From an optimization exercise on the open Yosys and OpenROAD flow, aimed at small area, a short achievable clock period and few clock cycles per item; shortcuts taken in it are not production practice.
In this exercise RTL edits were held to simulation tests only and were not proved equivalent to the original.
Power figures rest on the tool's default switching activity, not on a simulated workload.

Setup of build 75:
==> flow/design.v (excerpt) <==
module exu_alu (
  input  wire logic                    i_clk,
  input  wire logic                    i_reset,
  input  wire logic                    i_valid,
  output logic                         o_ready,
  input  wire exu_alu_pkg::exu_issue_t i_issue,
  output logic                         o_cmt_valid,
  input  wire logic                    i_cmt_ready,
  output exu_alu_pkg::exu_cmt_t        o_cmt,
  output logic                         o_wbck_valid,
  input  wire logic                    i_wbck_ready,
  output exu_alu_pkg::exu_wbck_t       o_wbck
);
  logic               is_bjp, is_mul, dp_alu, dp_bjp;
  logic               done, need_wbck, accept;
  logic               mul_done, taken;
  exu_alu_pkg::xlen_t alu_res, link, mul_s, mul_c, ext_res;
  assign is_bjp = ~i_issue.ilegl & ~i_issue.grp[1] &  i_issue.grp[0];
  assign is_mul = ~i_issue.ilegl &  i_issue.grp[1];
  assign dp_alu = ~i_issue.grp[1] & ~i_issue.grp[0];
  assign dp_bjp = ~i_issue.grp[1] &  i_issue.grp[0];
  exu_alu_rglr u_rglr (
    .i_op(i_issue.op), .i_alu(dp_alu), .i_bjp(dp_bjp), .i_mul(i_issue.grp[1]), .i_mul_s(mul_s), .i_mul_c(mul_c), .i_ext(ext_res), .i_rs1(i_issue.rs1), .i_rs2(i_issue.rs2), .i_imm(i_issue.imm),
    .o_res(alu_res), .o_taken(taken)
  );
  exu_alu_bjp u_bjp (
    .i_pc(i_issue.pc), .o_link(link)
  );
  exu_alu_muldiv u_muldiv (
    .i_clk, .i_reset,
    .i_start(i_valid & is_mul), .i_accept(accept),
    .i_rs1(i_issue.rs1), .i_rs2(i_issue.rs2),
    .o_done(mul_done), .o_s(mul_s), .o_c(mul_c)
  );
  ...
==> flow/config.mk <==
export PLATFORM = sky130hd
export DESIGN_NAME = exu_alu
export DESIGN_NICKNAME = exu_alu
export VERILOG_FILES = /design/flow/design.v
export SDC_FILE = /design/flow/constraint.sdc
export NUM_CORES = 4
export LEC_CHECK = 0
export CAP_MARGIN = 20
export CORE_MARGIN = 2
export CORE_UTILIZATION = 40
export SETUP_SLACK_MARGIN = 3
export SLEW_MARGIN = 20
==> flow/constraint.sdc <==
create_clock -name core_clock -period 10.0 [get_ports {i_clk}]
set_input_delay 2.0000 -clock core_clock [delete_from_list [all_inputs] [get_ports {i_clk}]]
set_output_delay 2.0000 -clock core_clock [all_outputs]
set_load 0.01 [all_outputs]
standard.sh (not shown) runs the stock make flow with config.mk's settings and CLKGATE_MAP_FILE= SYNTH_SCRIPT=/design/flow/synth_recipe.tcl, a recipe that flattens the netlist after the stock synthesis.
==> flow/flow/run.sh <==
#!/bin/bash
# ORFS layout as the standard.sh runs it, with two changes:
#  - the ports are buffered with buf_1 instead of the cell buffer_ports picks;
#  - synthesis maps logic with an area-oriented ABC script (flow/abc_map.script),
#    the rest of synthesis is synth_recipe.tcl unchanged.
set -euo pipefail
here=$(pwd)
export BUFFER_PORTS_ARGS="-buffer_cell sky130_fd_sc_hd__buf_1"
export OWN_ABC_SCRIPT="$here/flow/abc_map.script"
{
  cat <<'TCL'
proc abc {args} {
  set i [lsearch $args -script]
  if {$i >= 0} { lset args [expr {$i + 1}] $::env(OWN_ABC_SCRIPT) }
  yosys abc {*}$args
}
TCL
  cat synth_recipe.tcl
} > own_synth.tcl
sed "s#SYNTH_SCRIPT=[^ ]*#SYNTH_SCRIPT=$here/own_synth.tcl#" standard.sh > own_standard.sh
bash own_standard.sh > orfs_make.log 2>&1
==> flow/flow/abc_map.script <==
&get -n
&st
&dch
&nf
&put
buffer -c
topo
stime -c
upsize -c
dnsize -c
Testbench counts of build 75, summed over its fixed seeds: cycles 5,236, items 3,200.
Modified inputs, build 55 compared to build 75
diff --git a/flow/flow/run.sh b/flow/flow/run.sh
--- a/flow/flow/run.sh
+++ b/flow/flow/run.sh
@@ -4 +4 @@
-#  - synthesis maps logic with an area-oriented ABC script (flow/abc_map.script),
+#  - synthesis maps logic with a shorter ABC script (delay-aware mapping, no SOP balancing loop) (flow/abc_map.script),
[summary]
- Build 55: done, clean on timing, DRC and antenna
- As far as area overhead of the layout relative to synthesis goes, build 75 and build 55 are indistinguishable; the numbers are identical.
- Non-clock buffer count: build 55 vs build 75 identical
- Via count: build 55 vs build 75 identical
Changes in build 42 relative to build 55:
diff --git a/flow/flow/run.sh b/flow/flow/run.sh
--- a/flow/flow/run.sh
+++ b/flow/flow/run.sh
@@ -4 +4 @@
-#  - synthesis maps logic with a shorter ABC script (delay-aware mapping, no SOP balancing loop) (flow/abc_map.script),
+#  - synthesis maps logic with an area-oriented ABC script (flow/abc_map.script),
==> flow/flow/abc_map.script <==
&get -n
&st
&dch
&nf -a
&put
topo
stime -c
Relative to build 55, the final setup skew of build 42 is higher by 0.0052 ns. Build 42 vs. build 55: global routing met3 resource utilization now sits higher; post-detailed-placement half-perimeter wirelength decreased by 2100 um relative to the old numbers; clock power share increased by 0.3 points relative to the old numbers. In build 42, number of instances in the synthesized netlist is lower than in build 55. Lower global-route wire length before repair goes to build 42 over build 55. Sort build 55 and build 42 by core utilization of the finished layout, ascending, and build 55 comes first. Diff build 55 -> build 42 | wire length on met3 | increase of 9.0%.

* * *

JK:
exu_alu, a different RTL version from the one above (not shown whole).
For scale: about 1700 cells after synthesis, roughly 66 flip-flops, about 220 I/O pins, about 0.014 mm2 of cells after synthesis.
clock: 10.0 ns
lec_check: 0
cap_margin: 20
core_margin: 2
core_utilization: 40
cts_buf_list: sky130_fd_sc_hd__clkbuf_4 sky130_fd_sc_hd__clkbuf_8
setup_slack_margin: 2.5
slew_margin: 20
==> flow/flow/run.sh <==
#!/bin/bash
# ORFS layout as the standard.sh runs it, with two changes:
#  - the ports are buffered with buf_1 instead of the cell buffer_ports picks;
#  - synthesis maps logic with a shorter ABC script (delay-aware mapping, no SOP balancing loop) (flow/abc_map.script),
#    the rest of synthesis is synth_recipe.tcl unchanged.
set -euo pipefail
here=$(pwd)
export BUFFER_PORTS_ARGS="-buffer_cell sky130_fd_sc_hd__buf_1"
export OWN_ABC_SCRIPT="$here/flow/abc_map.script"
{
  cat <<'TCL'
proc abc {args} {
  set i [lsearch $args -script]
  if {$i >= 0} { lset args [expr {$i + 1}] $::env(OWN_ABC_SCRIPT) }
  yosys abc {*}$args
}
TCL
  cat synth_recipe.tcl
} > own_synth.tcl
sed "s#SYNTH_SCRIPT=[^ ]*#SYNTH_SCRIPT=$here/own_synth.tcl#" standard.sh > own_standard.sh
bash own_standard.sh > orfs_make.log 2>&1
==> flow/flow/abc_map.script <==
&get -n
&st
&dch
&nf
&put
buffer -c
topo
stime -c
upsize -c
dnsize -c
Every stage of the flow completed for JK, and the final layout passed the timing, design-rule and antenna checks.
Testbench counts of JK, summed over its fixed seeds: cycles 4,972, items 3,200.
The inputs of MS differ from those of JK as listed below.
- CTS_BUF_LIST no longer set, was sky130_fd_sc_hd__clkbuf_4 sky130_fd_sc_hd__clkbuf_8
- SETUP_SLACK_MARGIN now 3, was 2.5
Notes after the runs:
[compare] base=JK new=MS: hold slack +0.025 ns, sequential share of cell area -1.4 points, final HPWL from detailed placement -1.8%, internal power +8.6%, wire length of the first global-routing pass +3200 um.
For AL, these inputs were changed with respect to MS:
- putting TNS_END_PERCENT at 10 where nothing was set
- swapping 3 for 2.5 in SETUP_SLACK_MARGIN
## What came out
- Largest fanout on the critical path ends up lower on MS.
- AL vs MS: slack of the critical path down
- Via count was lower in AL than in MS.
- [compare] base=MS new=AL: cell count after placement neither gained nor lost much; non-clock buffer count dropped 87; wire length of the first global-routing pass decreased by about 4% relative to the old numbers.
- Changes observed in AL relative to MS: growth of design area from synthesis to finish shows a reduction of 13 points; routed length on met1 moved down.
- The final reports for AL and MS show delay contributed by the slowest stage of the critical path higher in the former.

[what the ideal ports hide]
No port has a modelled driver above. Below, the same layouts with a new extraction and two added sets of constraints.
Step 1 sets driving cells, clkbuf_16 on the clock port and buf_2 on the other inputs (assumed; they add their load-dependent delay and slew).
Step 2 adds t to the input delays and takes it off the output delays; t is the mean of the earliest and latest rising clock arrival at the registers after step 1. Input paths then give back, and output paths get back, about the clock's delay inside the block.
Slacks: no drivers / after step 1 / after step 2; pairs: no drivers / after step 1.
run	shift t [ns]	slack for setup (ns)	worst slew at a driven data input, ns
build 75	0.371	2.636 / 2.488 / 2.488	0.17
build 55	0.371	2.636 / 2.488 / 2.488	0.17
build 42	0.395	2.632 / 2.541 / 2.541	0.11
JK	0.415	2.491 / 2.451 / 2.226	0.08
MS	0.403	2.929 / 2.817 / 2.627	0.11
AL	0.398	2.524 / 2.474 / 2.220	0.14
After both steps setup and hold are still met in every run listed. For AL, which loses most, drivers alone change the setup slack by -0.050 ns; drivers and shift together by -0.304 ns.
